Background: an optimization exercise with open tools, aiming at small area, a short achievable clock period and few clock cycles per item. Do not read the settings as production practice. Function was not checked in any run shown here: the RTL went through the layout flow alone. Power figures rest on the tool's default switching activity, not on a simulated workload.

## flow/design.v (module list and top-level ports; edited modules follow where they fit)
// module mul_tree1: 884 lines
// module mul_tree2: 278 lines
// module ooo_top: 164 lines
module ooo_top (
   input  wire         clock,
   input  wire         reset,
   input  wire         dispatch_valid,
   input  wire  [2:0]  dispatch_op,
   input  wire  [3:0]  dispatch_rd,
   input  wire  [3:0]  dispatch_rs1,
   input  wire  [3:0]  dispatch_rs2,
   input  wire  [15:0] dispatch_imm,
   output logic        dispatch_ready,
   output logic        commit_valid,
   output logic [3:0]  commit_rd,
   output logic [31:0] commit_value
);
  // ...
==> flow/run.sh <==
#!/bin/bash
# synth_recipe.tcl (not shown) runs the flow's synth.tcl, then flattens the netlist and writes it again
# the make line also repeats each setting of config.mk as NAME=value (left out here)
make -C /OpenROAD-flow-scripts/flow DESIGN_CONFIG=/design/flow/config.mk WORK_HOME=/design/flow/orfs CLKGATE_MAP_FILE= SYNTH_SCRIPT=/design/flow/synth_recipe.tcl finish
==> flow/config.mk <==
export PLATFORM = sky130hd
export DESIGN_NAME = ooo_top
export DESIGN_NICKNAME = ooo_top
export VERILOG_FILES = /design/flow/design.v
export SDC_FILE = /design/flow/constraint.sdc
export NUM_CORES = 4
export LEC_CHECK = 0
export CAP_MARGIN = 20
export CORE_MARGIN = 2
export CORE_UTILIZATION = 40
export PLACE_DENSITY = 0.5
export SETUP_SLACK_MARGIN = 4
export SLEW_MARGIN = 20
export TNS_END_PERCENT = 0
==> flow/constraint.sdc <==
create_clock -name core_clock -period 8.0 [get_ports {clock}]
set_input_delay 1.6000 -clock core_clock [delete_from_list [all_inputs] [get_ports {clock}]]
set_output_delay 1.6000 -clock core_clock [all_outputs]
set_load 0.01 [all_outputs]
==> impl_results.rst, run 1 <==
.. list-table::
   :header-rows: 1

   * - Metric
     - Value
   * - Group drawing the most power
     - combinational logic
   * - Proportion of cell area spent on the clock network
     - 5.39%
   * - Area share of the largest cell type after synthesis
     - 36.6%
   * - Worst hold path class
     - reg -> reg
   * - Min Tclk post-route
     - 4.62 ns
   * - Outcome
     - finished clean
   * - Post-Layout Cell Count
     - 6660
   * - Synthesized-area fraction occupied by ao, oa, aoi and oai cells
     - 24.9%
   * - Peak supply drop
     - 647 µV
   * - Multiplexer share of the synthesized area
     - 1.92%
   * - Period utilization
     - 57.7%
   * - Clock H-tree levels
     - 3
   * - Post-route cell area
     - 0.0577 mm²
   * - Cells taking the most area after synthesis
     - sky130_fd_sc_hd__edfxtp_1 37%, sky130_fd_sc_hd__dfxtp_1 8.3%, sky130_fd_sc_hd__xnor2_1 5.9%
   * - Final-report hold violation count
     - 0
   * - Largest buffer count on any clock path
     - 3
   * - Worst-Margin Slew
     - 1.31 ns
   * - Drt via density
     - 6.79
   * - Reg-to-reg setup timing slack
     - 3.38 ns
   * - Combinational fraction of design power
     - 46.1%
   * - Crit-path cells
     - buf_4 -> mux2i_4 -> buf_12 -> buf_4 -> xnor2_1 -> ha_1 -> o311ai_0 -> o31ai_1 -> a31oi_1 -> o32a_1 -> o22a_1 -> o21ai_0 -> o41ai_1 -> mux2i_1 -> a221o_1
   * - Layout Area Growth over Synthesis
     - 13.9%
   * - Tap cells
     - 1650
   * - First-pass DRT Iterations
     - 10
   * - Total Wirelength
     - 229 mm
   * - Cell area after synthesis
     - 0.0507 mm²
   * - Total global-route track usage
     - 34.0%
   * - Reg area
     - 0.0228 mm²
   * - Endpoint with the worst hold slack
     - d_rd[1]
   * - Row cnt
     - 130
   * - Adder and majority gate portion of the synthesized area
     - 6.12%
   * - Max capacitance violation total
     - 0
   * - Power consumption
     - 21.6 mW
   * - Max reg flops
     - 512
   * - Maximum number of pins on one net before global-route repair
     - 65
   * - CP startpoint kind
     - flip-flop
==> run 2: changes to the inputs <==
--- a/flow/config.mk
+++ b/flow/config.mk
@@ -11,4 +11,4 @@
 export PLACE_DENSITY = 0.5
 export SETUP_SLACK_MARGIN = 4
 export SLEW_MARGIN = 20
-export TNS_END_PERCENT = 0
+export TNS_END_PERCENT = 20
==> run 2 against run 1 <==
  * Hold slack lost 0.021 ns
  * Via count increased by 1.2%
  * Total power up 2.6%
  * Sequential power about the same
  * Sequential share of layout area shrank 0.89 points
  * Clock skew down 0.030 ns
  * Combinational power rose by 6%
  * Critical path depth rose by 2
  * Routed wire length is 1.3% higher
  * Area after synthesis did not move
  * Sequential cell count did not move
  * First-iteration DRC count is 8.0% higher
  * Largest cell class unchanged
==> impl_results.rst, run 2 <==
.. list-table::
   :header-rows: 1

   * - Metric
     - Value
   * - Max capacitance violation total
     - 0 (unchanged)
   * - Reg-to-reg setup timing slack
     - 3.44 ns (was 3.38 ns)
   * - CP Buf/Inv Count
     - 5 (was 3)
   * - WP data arrival
     - 4.98 ns (was 5.20 ns)
   * - First-pass DRT Iterations
     - 10 (unchanged)
   * - Remaining DRCs
     - 0 (unchanged)
   * - Post-layout utilization of the core
     - 47.0% (was 45.9%)
   * - Worst skew pair latency
     - 0.70 ns (was 0.72 ns)
   * - Worst endpoint required time
     - 8.42 ns (was 8.58 ns)
   * - Cell area after synthesis
     - 0.0507 mm² (unchanged)
   * - Number of distinct library cells after synthesis
     - 85 (unchanged)
   * - Number of vias in the routed layout
     - 45700 (was 45200)
   * - Met3 layer usage reported by global route
     - 7.32% (was 7.52%)
   * - Most used cells in the layout excluding fill and tap cells
     - 617 x sky130_fd_sc_hd__edfxtp_1, 407 x sky130_fd_sc_hd__a21oi_1, 327 x sky130_fd_sc_hd__a221oi_1 (was 617 x sky130_fd_sc_hd__edfxtp_1, 412 x sky130_fd_sc_hd__a21oi_1, 335 x sky130_fd_sc_hd__a221oi_1)
   * - Total Wirelength
     - 232 mm (was 229 mm)
   * - Commonest non-fill, non-tap cell in the layout
     - sky130_fd_sc_hd__edfxtp_1 (unchanged)
   * - Worst Hold Path Cells
     - 0 (unchanged)
   * - Die Y-Extent
     - 360 µm (unchanged)
   * - Type of the setup path with the least slack
     - reg -> reg (unchanged)
   * - Min Tclk post-route
     - 4.56 ns (was 4.62 ns)
   * - Highest-delay cell along the critical path
     - sky130_fd_sc_hd__fa_1 (was sky130_fd_sc_hd__o31ai_1)
   * - First-pass GRT wire length
     - 324 mm (was 320 mm)
   * - Share of async-settable or async-resettable flops after synthesis
     - 0% (unchanged)
   * - Layout Area Growth over Synthesis
     - 16.6% (was 13.9%)
   * - Clock H-tree levels
     - 3 (unchanged)
   * - Post-DRT Antenna Nets
     - 0 (unchanged)
   * - Final-layout setup total negative slack
     - 0 ns (unchanged)
   * - Leakage Power
     - 20.8 nW (was 20.2 nW)
   * - Crit-path cells
     - maj3_1 -> maj3_1 -> fa_1 -> ha_2 -> a21o_1 -> a21oi_1 -> o21bai_1 -> a21o_1 -> a21oi_4 -> buf_12 -> a31oi_4 -> o41a_1 -> buf_6 -> buf_6 -> xor2_4 -> buf_4 -> buf_12 (was buf_4 -> mux2i_4 -> buf_12 -> buf_4 -> xnor2_1 -> ha_1 -> o311ai_0 -> o31ai_1 -> a31oi_1 -> o32a_1 -> o22a_1 -> o21ai_0 -> o41ai_1 -> mux2i_1 -> a221o_1)
   * - Maximum number of pins on one net before global-route repair
     - 74 (was 65)
   * - Total of flip-flops plus latches after synthesis
     - 827 (unchanged)
   * - Number of nets in the synthesized netlist
     - 5139 (unchanged)
   * - Number of hold buffers added after cts
     - 0 (unchanged)
   * - Total number of cells along the worst setup path
     - 17 (was 15)
   * - Cells taking the most area after synthesis
     - sky130_fd_sc_hd__edfxtp_1 37%, sky130_fd_sc_hd__dfxtp_1 8.3%, sky130_fd_sc_hd__xnor2_1 5.9% (unchanged)
   * - Yosys warns
     - 1 (unchanged)
   * - Largest fanout of any net on the critical path
     - 16 (was 21)
   * - Headroom to the max-slew limit
     - 15.3% (was 13.0%)
   * - Count of input and output buffers
     - 71 (unchanged)
   * - Crit path largest cell delay
     - 0.55 ns (was 0.56 ns)
   * - Clock Sinks
     - 827 (unchanged)
   * - Total global-route track usage
     - 34.5% (was 34.0%)
   * - CP endpoint kind
     - flip-flop (unchanged)
   * - CTS Root Cell
     - sky130_fd_sc_hd__clkbuf_16 (unchanged)
   * - Clock tree from TritonCTS
     - done (unchanged)
   * - Sequential area share after synthesis
     - 44.9% (unchanged)
   * - Antenna violations before repair
     - 6 (was 9)
   * - Family with the most delay on the worst path
     - adder cells (was compound AO/OA/AOI/OAI gates)
   * - Max reg flops
     - 512 (unchanged)
   * - Number of buffers created by CTS
     - 92 (was 93)
   * - Cell count after placement
     - 6427 (was 6439)
   * - Overflow left after global routing
     - 0 (unchanged)
   * - Register ranked first by flip-flop count
     - rf (unchanged)
   * - Number of nets in the finished design
     - 5179 (was 5106)
   * - Largest clock skew in the final design
     - 0.0432 ns (was 0.0733 ns)
   * - Area inside the core boundary
     - 0.126 mm² (unchanged)
   * - DP Wirelength
     - 144 mm (was 143 mm)
   * - Global routing usage on met2
     - 54.7% (was 53.6%)
   * - Worst-Margin Slew
     - 1.27 ns (was 1.31 ns)
   * - Worst hold path class
     - reg -> reg (unchanged)
   * - Period utilization
     - 57.0% (was 57.7%)
   * - DIE WIDTH
     - 360 µm (unchanged)
   * - Reg2reg path depth
     - 17 (was 15)
   * - Syn avg cell area
     - 10.2 µm² (unchanged)
   * - Post-Layout Cell Count
     - 6733 (was 6660)
   * - Most instantiated flip-flop cell in the synthesis netlist
     - sky130_fd_sc_hd__edfxtp_1 (unchanged)
   * - Power consumption
     - 22.1 mW (was 21.6 mW)
   * - Number of enable-type register cells in the synthesized netlist
     - 617 (unchanged)
   * - Dominant cell by count in the synthesized netlist
     - sky130_fd_sc_hd__edfxtp_1 (unchanged)
   * - Setup repair after global routing missed its margin
     - true (unchanged)
   * - Row cnt
     - 130 (unchanged)
   * - Clock-pin slew on the worst setup and hold paths
     - 0.07 ns (was 0.06 ns)
   * - Drt via density
     - 6.79 (about the same)
   * - I/O pin count
     - 72 (unchanged)
   * - Number of global-route vias before repair
     - 42500 (was 42100)
   * - Initial DRC Count
     - 7536 (was 6981)
   * - Initial core utilization
     - 40.3% (unchanged)
   * - Final slew viol count
     - 0 (unchanged)
   * - Most area-hungry cell type in the Yosys netlist
     - sky130_fd_sc_hd__edfxtp_1 (unchanged)
   * - Met1 routing resource usage after global routing
     - 45.2% (was 44.4%)
   * - Final setup vio count
     - 0 (unchanged)
   * - Final-report hold violation count
     - 0 (unchanged)
   * - Largest buffer count on any clock path
     - 3 (unchanged)
   * - Synthesized netlist cell count
     - 4963 (unchanged)
   * - Layer carrying the most global-route usage
     - met2 (unchanged)
   * - Routability cong.
     - 1.00 (was 0.958)
   * - Layout cell share with drive strength beyond 1
     - 14.9% (was 12.1%)
   * - Peak supply drop
     - 458 µV (was 647 µV)
   * - Power per Cell Area
     - 375 mW/mm² (was 374 mW/mm²)
   * - Achievable frequency
     - 0.219 GHz (was 0.217 GHz)
   * - Die Footprint
     - 0.130 mm² (unchanged)
   * - Outcome
     - finished clean (unchanged)
   * - Final hold slack
     - 0.398 ns (was 0.419 ns)
   * - Largest registers
     - rf (512), m_mid (147) (unchanged)
   * - Most numerous cell types in the synthesized netlist
     - 617 x sky130_fd_sc_hd__edfxtp_1, 418 x sky130_fd_sc_hd__a21oi_1, 344 x sky130_fd_sc_hd__xnor2_1 (unchanged)
   * - Post-detailed-route wirelength per cell
     - 34.5 µm (was 34.4 µm)
   * - CP startpoint kind
     - flip-flop (unchanged)
   * - Area share of the largest cell type after synthesis
     - 36.6% (unchanged)
run 2: cell type report:
class                      instances  area, µm²
timing repair buffer             365       3390
multi-input combinational       3550      27100
clock inverter                    46        537
timing repair inverter             5       25.0
clock buffer                     124       2520
tap                             1650       2060
inverter                         162        681
fill                           11700      66700
sequential                       827      22800
antenna                            4       10.0
run 2: per-stage QoR:
step / worst slack (ns) / cell area (µm²)
after floorplan: 3.77 / 51100
after global placement: 2.48 / 53700
after detailed placement: 2.50 / 53700
after CTS: 3.42 / 58700
after global routing: 3.33 / 59100
final: 3.44 / 59100
run 2: report_power, final:
part / internal [mW] / switching (mW)
Combinational: 4.09 / 6.45
Clock: 2.49 / 1.86
Sequential: 6.97 / 0.287
run 2: worst paths after layout:
kind | start | endpoint
max reg2reg | m_mid[14] | rf[11][27]
max | m_mid[14] | rf[11][27]
min | d_rd[2] | m_rd[2]
min reg2reg | d_rd[2] | m_rd[2]
run 2: layer usage:
layer	share of wire, %	wire, µm
met1	39	89800
met2	45	104000
met3	11	25300
met4	5.4	12500
met5	0.020	46
run 2: cells by family after synthesis:
group	Yosys count	share of synthesized area, %
DFF	827	44.9
AOI/OAI and AO/OA	1789	24.9
adders and majority gates	258	6.12
buffers and inverters	589	4.61
muxes	81	1.92
xor gates and xnor gates	488	9.27
and+or+nand+nor	931	8.28
run 2: timing repair:
action	in CTS	in global routing
gates resized for setup	193	35
pin swaps	43	24
setup buffers	100	22
cloned	10	0
endpoints found under the setup margin	417	383

-- re-timing with driven ports --
How much do the figures lean on ideal ports? The routed layouts below were timed once more, with nothing changed but the port constraints.
Step 1, drivers: a clkbuf_16 drives clock and a buf_2 each remaining input, both assumed.
Step 2, shift: input delay + t, output delay - t, t = (earliest + latest rising clock arrival at the registers) / 2. This alone moves slack from input paths to output paths.
a / b / c = ideal / step 1 / step 2; a / b = the first two.
| run | shift t [ns] | setup WS [ns] | pins driven straight from the clock port |
|---|---|---|---|
| run 1 | 0.752 | 3.382 / 3.382 / 3.382 | 1 |
| run 2 | 0.760 | 3.440 / 3.440 / 3.440 | 1 |
After both steps setup and hold are still met in every run listed.
